What follows belongs to an exercise in optimizing a design on an open flow for small area; a production flow would make more cautious choices.

==> indigo <==
==> flow/design.v <==
`timescale 1ns / 1ps
module rhsl_div #(
  parameter int W = 10
) (
  input  logic [W-1:0] rem_in,
  input  logic         bit_in,
  input  logic [W-1:0] divisor,
  output logic [W-1:0] rem_out,
  output logic         q
);
  logic [W:0]   t, d;
  logic [W+1:0] bo;
  assign t     = {rem_in, bit_in};
  assign d     = {1'b0, divisor};
  assign bo[0] = 1'b0;
  for (genvar i = 0; i <= W; i++) begin : g_borrow
    assign bo[i+1] = (~t[i] & d[i]) | (~(t[i] & ~d[i]) & bo[i]);
  end
  assign q = ~bo[W+1];
  for (genvar i = 0; i < W; i++) begin : g_rem
    assign rem_out[i] = t[i] ^ (q & (d[i] ^ bo[i]));
  end
endmodule
`timescale 1ns / 1ps
module rgb_to_hsl_converter_core #(
  parameter int HUE_BITS = 12
) (
  input  logic                clk,
  input  logic                rst,
  input  logic                start,
  output logic                busy,
  input  logic [23:0]         pixel,
  output logic                done,
  output logic [HUE_BITS-1:0] hue,
  output logic [7:0]          saturation,
  output logic [7:0]          lightness,
  output logic                achromatic
);
  assign busy = rst;
  logic [7:0] r, g, b;
  assign r = pixel[23:16];
  assign g = pixel[15:8];
  assign b = pixel[7:0];
  logic gt_rg, gt_gr, gt_gb, gt_bg, gt_br, gt_rb;
  assign gt_rg = r > g;
  assign gt_gr = g > r;
  assign gt_gb = g > b;
  assign gt_bg = b > g;
  assign gt_br = b > r;
  assign gt_rb = r > b;
  logic [5:0] ks;   
  assign ks[0] = gt_rg  & !gt_bg;    
  assign ks[1] = !gt_rg & gt_rb;     
  assign ks[2] = gt_gb  & !gt_rb;    
  assign ks[3] = !gt_gb & gt_gr;     
  assign ks[4] = gt_br  & !gt_gr;    
  assign ks[5] = !gt_br & gt_bg;     
  logic [7:0] hi, lo, fa, fb;
  assign hi = (!gt_gr && !gt_br) ? r : (!gt_bg ? g : b);
  assign lo = (!gt_rg && !gt_rb) ? r : (!gt_gb ? g : b);
  assign fa = (ks[4] | ks[5]) ? r : ((ks[0] | ks[1]) ? g : b);
  assign fb = (ks[0] | ks[5]) ? b : ((ks[1] | ks[2]) ? r : g);
  logic [7:0] f0, delta0;
  logic [8:0] sum0;
  logic [2:0] k0;
  assign delta0 = hi - lo;
  assign f0     = fa - fb;
  assign sum0   = {1'b0, hi} + {1'b0, lo};
  assign k0     = {ks[3] | ks[4] | ks[5], ks[2] | ks[5], ks[1] | ks[4]};   
  logic [9:0] hi1_d3, hi1_e;
  logic [10:0] hi1_d5;
  assign hi1_d3 = {2'b0, delta0} + {1'b0, delta0, 1'b0};
  assign hi1_d5 = {3'b0, delta0} + {1'b0, delta0, 2'b0};
  assign hi1_e = (k0[1:0] == 2'd0) ? {1'b0, hi1_d3[9:1]} :
               (k0[1:0] == 2'd1) ? {3'b0, delta0[7:1]} : hi1_d5[10:1];
  logic [2:0] r1_k;
  always_ff @(posedge clk) r1_k <= k0;
  logic [8:0] r1_ssum;
  always_ff @(posedge clk) r1_ssum <= sum0;
  logic [7:0] r1_sdelta;
  always_ff @(posedge clk) r1_sdelta <= delta0;
  logic [9:0] r1_hr;
  always_ff @(posedge clk) r1_hr <= {1'b0, f0, 1'b0};
  logic [9:0] r1_hd;
  always_ff @(posedge clk) r1_hd <= hi1_d3;
  logic [9:0] r1_he;
  always_ff @(posedge clk) r1_he <= hi1_e;
  logic [9:0] r1_hq;
  always_ff @(posedge clk) r1_hq <= 10'd0;
  logic [9:0] h2_r; logic h2_q;
  rhsl_div #(.W(10)) u_h2 (.rem_in(r1_hr), .bit_in(r1_he[9]), .divisor(r1_hd), .rem_out(h2_r), .q(h2_q));
  logic [9:0] h2_qv; assign h2_qv = r1_hq | (10'(h2_q) << 9);
  logic [9:0] h3_r; logic h3_q;
  rhsl_div #(.W(10)) u_h3 (.rem_in(h2_r), .bit_in(r1_he[8]), .divisor(r1_hd), .rem_out(h3_r), .q(h3_q));
  logic [9:0] h3_qv; assign h3_qv = h2_qv | (10'(h3_q) << 8);
  logic [9:0] h4_r; logic h4_q;
  rhsl_div #(.W(10)) u_h4 (.rem_in(h3_r), .bit_in(r1_he[7]), .divisor(r1_hd), .rem_out(h4_r), .q(h4_q));
  logic [9:0] h4_qv; assign h4_qv = h3_qv | (10'(h4_q) << 7);
  logic [7:0] si5_den;
  logic [8:0] si5_t, si5_ls;
  assign si5_den = r1_ssum[8] ? 8'(9'd510 - r1_ssum) : r1_ssum[7:0];
  assign si5_t   = {2'b0, si5_den[7:1]} - {1'b0, r1_sdelta};
  assign si5_ls  = r1_ssum + 9'd1;
  logic [7:0] s6_r; logic s6_q;
  rhsl_div #(.W(8)) u_s6 (.rem_in((r1_sdelta - {7'b0, si5_t[8]})), .bit_in(si5_t[7:0][7]), .divisor(si5_den), .rem_out(s6_r), .q(s6_q));
  logic [7:0] s6_qv; assign s6_qv = 8'd0 | (8'(s6_q) << 7);
  logic [2:0] r2_k;
  always_ff @(posedge clk) r2_k <= r1_k;
  logic [9:0] r2_hr;
  always_ff @(posedge clk) r2_hr <= h4_r;
  logic [9:0] r2_hd;
  always_ff @(posedge clk) r2_hd <= r1_hd;
  logic [9:0] r2_he;
  always_ff @(posedge clk) r2_he <= r1_he;
  logic [9:0] r2_hq;
  always_ff @(posedge clk) r2_hq <= h4_qv;
  logic [7:0] r2_sr;
  always_ff @(posedge clk) r2_sr <= s6_r;
  logic [7:0] r2_sd;
  always_ff @(posedge clk) r2_sd <= si5_den;
  logic [7:0] r2_se;
  always_ff @(posedge clk) r2_se <= si5_t[7:0];
  logic [7:0] r2_sq;
  always_ff @(posedge clk) r2_sq <= s6_qv;
  logic r2_sc;
  always_ff @(posedge clk) r2_sc <= r1_ssum[8];
  logic [9:0] h7_r; logic h7_q;
  rhsl_div #(.W(10)) u_h7 (.rem_in(r2_hr), .bit_in(r2_he[6]), .divisor(r2_hd), .rem_out(h7_r), .q(h7_q));
  logic [9:0] h7_qv; assign h7_qv = r2_hq | (10'(h7_q) << 6);
  logic [9:0] h8_r; logic h8_q;
  rhsl_div #(.W(10)) u_h8 (.rem_in(h7_r), .bit_in(r2_he[5]), .divisor(r2_hd), .rem_out(h8_r), .q(h8_q));
  logic [9:0] h8_qv; assign h8_qv = h7_qv | (10'(h8_q) << 5);
  logic [9:0] h9_r; logic h9_q;
  rhsl_div #(.W(10)) u_h9 (.rem_in(h8_r), .bit_in(r2_he[4]), .divisor(r2_hd), .rem_out(h9_r), .q(h9_q));
  logic [9:0] h9_qv; assign h9_qv = h8_qv | (10'(h9_q) << 4);
  logic [7:0] s10_r; logic s10_q;
  rhsl_div #(.W(8)) u_s10 (.rem_in(r2_sr), .bit_in(r2_se[6]), .divisor(r2_sd), .rem_out(s10_r), .q(s10_q));
  logic [7:0] s10_qv; assign s10_qv = r2_sq | (8'(s10_q) << 6);
  logic [7:0] s11_r; logic s11_q;
  rhsl_div #(.W(8)) u_s11 (.rem_in(s10_r), .bit_in(r2_se[5]), .divisor(r2_sd), .rem_out(s11_r), .q(s11_q));
  logic [7:0] s11_qv; assign s11_qv = s10_qv | (8'(s11_q) << 5);
  logic [7:0] s12_r; logic s12_q;
  rhsl_div #(.W(8)) u_s12 (.rem_in(s11_r), .bit_in(r2_se[4]), .divisor(r2_sd), .rem_out(s12_r), .q(s12_q));
  logic [7:0] s12_qv; assign s12_qv = s11_qv | (8'(s12_q) << 4);
  logic [2:0] r3_k;
  always_ff @(posedge clk) r3_k <= r2_k;
  logic [9:0] r3_hr;
  always_ff @(posedge clk) r3_hr <= h9_r;
  logic [9:0] r3_hd;
  always_ff @(posedge clk) r3_hd <= r2_hd;
  logic [9:0] r3_he;
  always_ff @(posedge clk) r3_he <= r2_he;
  logic [9:0] r3_hq;
  always_ff @(posedge clk) r3_hq <= h9_qv;
  logic [7:0] r3_sr;
  always_ff @(posedge clk) r3_sr <= s12_r;
  logic [7:0] r3_sd;
  always_ff @(posedge clk) r3_sd <= r2_sd;
  logic [7:0] r3_se;
  always_ff @(posedge clk) r3_se <= r2_se;
  logic [7:0] r3_sq;
  always_ff @(posedge clk) r3_sq <= s12_qv;
  logic r3_sc;
  always_ff @(posedge clk) r3_sc <= r2_sc;
  logic [9:0] h13_r; logic h13_q;
  rhsl_div #(.W(10)) u_h13 (.rem_in(r3_hr), .bit_in(r3_he[3]), .divisor(r3_hd), .rem_out(h13_r), .q(h13_q));
  logic [9:0] h13_qv; assign h13_qv = r3_hq | (10'(h13_q) << 3);
  logic [9:0] h14_r; logic h14_q;
  rhsl_div #(.W(10)) u_h14 (.rem_in(h13_r), .bit_in(r3_he[2]), .divisor(r3_hd), .rem_out(h14_r), .q(h14_q));
  logic [9:0] h14_qv; assign h14_qv = h13_qv | (10'(h14_q) << 2);
  logic [9:0] h15_r; logic h15_q;
  rhsl_div #(.W(10)) u_h15 (.rem_in(h14_r), .bit_in(r3_he[1]), .divisor(r3_hd), .rem_out(h15_r), .q(h15_q));
  logic [9:0] h15_qv; assign h15_qv = h14_qv | (10'(h15_q) << 1);
  logic [7:0] s16_r; logic s16_q;
  rhsl_div #(.W(8)) u_s16 (.rem_in(r3_sr), .bit_in(r3_se[3]), .divisor(r3_sd), .rem_out(s16_r), .q(s16_q));
  logic [7:0] s16_qv; assign s16_qv = r3_sq | (8'(s16_q) << 3);
  logic [7:0] s17_r; logic s17_q;
  rhsl_div #(.W(8)) u_s17 (.rem_in(s16_r), .bit_in(r3_se[2]), .divisor(r3_sd), .rem_out(s17_r), .q(s17_q));
  logic [7:0] s17_qv; assign s17_qv = s16_qv | (8'(s17_q) << 2);
  logic [7:0] s18_r; logic s18_q;
  rhsl_div #(.W(8)) u_s18 (.rem_in(s17_r), .bit_in(r3_se[1]), .divisor(r3_sd), .rem_out(s18_r), .q(s18_q));
  logic [7:0] s18_qv; assign s18_qv = s17_qv | (8'(s18_q) << 1);
  logic [2:0] r4_k;
  always_ff @(posedge clk) r4_k <= r3_k;
  logic [9:0] r4_hr;
  always_ff @(posedge clk) r4_hr <= h15_r;
  logic [9:0] r4_hd;
  always_ff @(posedge clk) r4_hd <= r3_hd;
  logic [9:0] r4_he;
  always_ff @(posedge clk) r4_he <= r3_he;
  logic [9:0] r4_hq;
  always_ff @(posedge clk) r4_hq <= h15_qv;
  logic [7:0] r4_sr;
  always_ff @(posedge clk) r4_sr <= s18_r;
  logic [7:0] r4_sd;
  always_ff @(posedge clk) r4_sd <= r3_sd;
  logic [7:0] r4_se;
  always_ff @(posedge clk) r4_se <= r3_se;
  logic [7:0] r4_sq;
  always_ff @(posedge clk) r4_sq <= s18_qv;
  logic r4_sc;
  always_ff @(posedge clk) r4_sc <= r3_sc;
  logic [9:0] hl19_r; logic hl19_q;
  rhsl_div #(.W(10)) u_hl19 (.rem_in(r4_hr), .bit_in(r4_he[0]), .divisor(r4_hd), .rem_out(hl19_r), .q(hl19_q));
  logic [7:0] s20_r; logic s20_q;
  rhsl_div #(.W(8)) u_s20 (.rem_in(r4_sr), .bit_in(r4_se[0]), .divisor(r4_sd), .rem_out(s20_r), .q(s20_q));
  logic [7:0] s20_qv; assign s20_qv = r4_sq | (8'(s20_q) << 0);
  logic [3:0] v;
  always_ff @(posedge clk) begin
    if (rst) v <= '0;
    else v <= {v[2:0], start};
  end
  assign done = v[3];
  logic [7:0] lt21_l;
  assign lt21_l = r4_sc ? {1'b1, ~r4_sd[7:1]} : 8'(({1'b0, r4_sd} + 9'd1) >> 1);
  logic [10:0] hs0, hs1;
  assign hs0 = 11'({1'b0, r4_hq[9:1], 1'b0} + ((r4_k[1:0] == 2'd1) ? 11'd683 : (r4_k[1:0] == 2'd2) ? 11'd1365 : 11'd0));
  assign hs1 = 11'({1'b0, r4_hq[9:1], 1'b1} + ((r4_k[1:0] == 2'd1) ? 11'd683 : (r4_k[1:0] == 2'd2) ? 11'd1365 : 11'd0));
  logic [10:0] kb;
  assign kb = (r4_k[1:0] == 2'd1) ? 11'd683 : (r4_k[1:0] == 2'd2) ? 11'd1365 : 11'd0;
  assign hue        = (r4_hd == 10'd0) ? '0 : {r4_k[2], (hl19_q ? hs1 : hs0)};
  assign saturation = (r4_hd == 10'd0) ? '0 : s20_qv;
  assign lightness  = lt21_l;
  assign achromatic = (r4_hd == 10'd0);
endmodule
==> flow/run.sh <==
#!/bin/bash
# synth_recipe.tcl (not shown) runs the flow's synth.tcl, then flattens the netlist and writes it again
# the make line also repeats each setting of config.mk as NAME=value (left out here)
make -C /OpenROAD-flow-scripts/flow DESIGN_CONFIG=/design/flow/config.mk WORK_HOME=/design/flow/orfs CLKGATE_MAP_FILE= SYNTH_SCRIPT=/design/flow/synth_recipe.tcl finish
==> flow/config.mk <==
export PLATFORM = sky130hd
export DESIGN_NAME = rgb_to_hsl_converter_core
export DESIGN_NICKNAME = rgb_to_hsl_converter_core
export VERILOG_FILES = /design/flow/design.v
export SDC_FILE = /design/flow/constraint.sdc
export NUM_CORES = 4
export LEC_CHECK = 0
export ABC_AREA = 1
export CAP_MARGIN = 20
export CORE_MARGIN = 2
export CORE_UTILIZATION = 40
export SLEW_MARGIN = 20
==> flow/constraint.sdc <==
create_clock -name core_clock -period 5.5 [get_ports {clk}]
set_input_delay 1.1000 -clock core_clock [delete_from_list [all_inputs] [get_ports {clk}]]
set_output_delay 1.1000 -clock core_clock [all_outputs]
set_load 0.01 [all_outputs]
==> juniper: changes against indigo <==
--- a/flow/design.v
+++ b/flow/design.v
@@ -74,4 +74,7 @@
   assign hi1_e = (k0[1:0] == 2'd0) ? {1'b0, hi1_d3[9:1]} :
                (k0[1:0] == 2'd1) ? {3'b0, delta0[7:1]} : hi1_d5[10:1];
+  logic [9:0] h2_r; logic h2_q;
+  rhsl_div #(.W(10)) u_h2 (.rem_in({1'b0, f0, 1'b0}), .bit_in(hi1_e[9]), .divisor(hi1_d3), .rem_out(h2_r), .q(h2_q));
+  logic [9:0] h2_qv; assign h2_qv = 10'd0 | (10'(h2_q) << 9);
   logic [2:0] r1_k;
   always_ff @(posedge clk) r1_k <= k0;
@@ -81,5 +84,5 @@
   always_ff @(posedge clk) r1_sdelta <= delta0;
   logic [9:0] r1_hr;
-  always_ff @(posedge clk) r1_hr <= {1'b0, f0, 1'b0};
+  always_ff @(posedge clk) r1_hr <= h2_r;
   logic [9:0] r1_hd;
   always_ff @(posedge clk) r1_hd <= hi1_d3;
@@ -87,11 +90,8 @@
   always_ff @(posedge clk) r1_he <= hi1_e;
   logic [9:0] r1_hq;
-  always_ff @(posedge clk) r1_hq <= 10'd0;
-  logic [9:0] h2_r; logic h2_q;
-  rhsl_div #(.W(10)) u_h2 (.rem_in(r1_hr), .bit_in(r1_he[9]), .divisor(r1_hd), .rem_out(h2_r), .q(h2_q));
-  logic [9:0] h2_qv; assign h2_qv = r1_hq | (10'(h2_q) << 9);
+  always_ff @(posedge clk) r1_hq <= h2_qv;
   logic [9:0] h3_r; logic h3_q;
-  rhsl_div #(.W(10)) u_h3 (.rem_in(h2_r), .bit_in(r1_he[8]), .divisor(r1_hd), .rem_out(h3_r), .q(h3_q));
-  logic [9:0] h3_qv; assign h3_qv = h2_qv | (10'(h3_q) << 8);
+  rhsl_div #(.W(10)) u_h3 (.rem_in(r1_hr), .bit_in(r1_he[8]), .divisor(r1_hd), .rem_out(h3_r), .q(h3_q));
+  logic [9:0] h3_qv; assign h3_qv = r1_hq | (10'(h3_q) << 8);
   logic [9:0] h4_r; logic h4_q;
   rhsl_div #(.W(10)) u_h4 (.rem_in(h3_r), .bit_in(r1_he[7]), .divisor(r1_hd), .rem_out(h4_r), .q(h4_q));
==> notes <==
In juniper the register-to-register slack is worse than in indigo, by 170 ps. juniper completed, yet does not pass: setup timing. indigo ran to the end with no violations. Area after synthesis: indigo is larger than juniper (about 0.2%). Non-clock buffer count: juniper is higher than indigo (145). In indigo the worst hold slack is better than in juniper, by 0.99 ps. Global-route usage: juniper is higher than indigo (1.4 points). Against juniper, the count of clock-buffer cells in the layout of indigo is lower by 5. Between indigo and juniper, the lower setup slack is in juniper (gap 1900 ps).
==> figures <==
|  | juniper | indigo |
|---|---|---|
| Number of vias per cell after detailed routing | 4.67 | 4.62 |
| 1st-iter DRT viols | 500 | 522 |
| Global-route wire length before repair | 62200 um | 58300 um |
| Final core utilization | 0.537 | 0.478 |
| Status | finished with violations | complete, no violations |
| Layout check failures | setup timing | - |
| Global-route track usage on met2 | 0.348 | 0.323 |
| Setup WS pre-CTS | -2760 ps | -452 ps |
| Non-clock buffer contribution to total cell area | 0.132 | 0.0835 |
| Pin count of the biggest net entering global routing | 20 | 21 |
| Hold Crit Start | r3_hq[4]$_DFF_P_ | r2_se[1]$_DFF_P_ |
| Simple logic cell fraction of the synthesized area | 0.324 | 0.334 |
| Post-synthesis net count | 2334 | 2392 |
| Number of multi-input combinational cells in the layout | 1625 | 1662 |
| Timing startpoint of the critical path | pixel[23] | pixel[17] |
No run of this note included a check of the RTL's function; only the layout flow was run.

## separate check: timing with driven ports
How much do the figures lean on ideal ports? The routed layouts below were timed once more, with nothing changed but the port constraints.
Step 1 assumes that a clkbuf_16 drives the clock port and a buf_2 every other input.
Step 2 also shifts input and output timing later by t, the mid clock arrival at the registers, as if the neighbouring blocks saw the same clock.
Three values: ideal, step 1, step 2; two values: the first two.
run	t, ns	setup WS [ns]	worst setup path at the end
indigo	0.553	0.352 / 0.380 / -0.173	input to register
juniper	0.570	-1.509 / -1.496 / -2.066	input to register
With both steps, setup timing fails in indigo, where it was met with ideal ports. The setup slack of juniper, which loses most, moves by +0.013 ns with the drivers and by -0.557 ns with both steps.
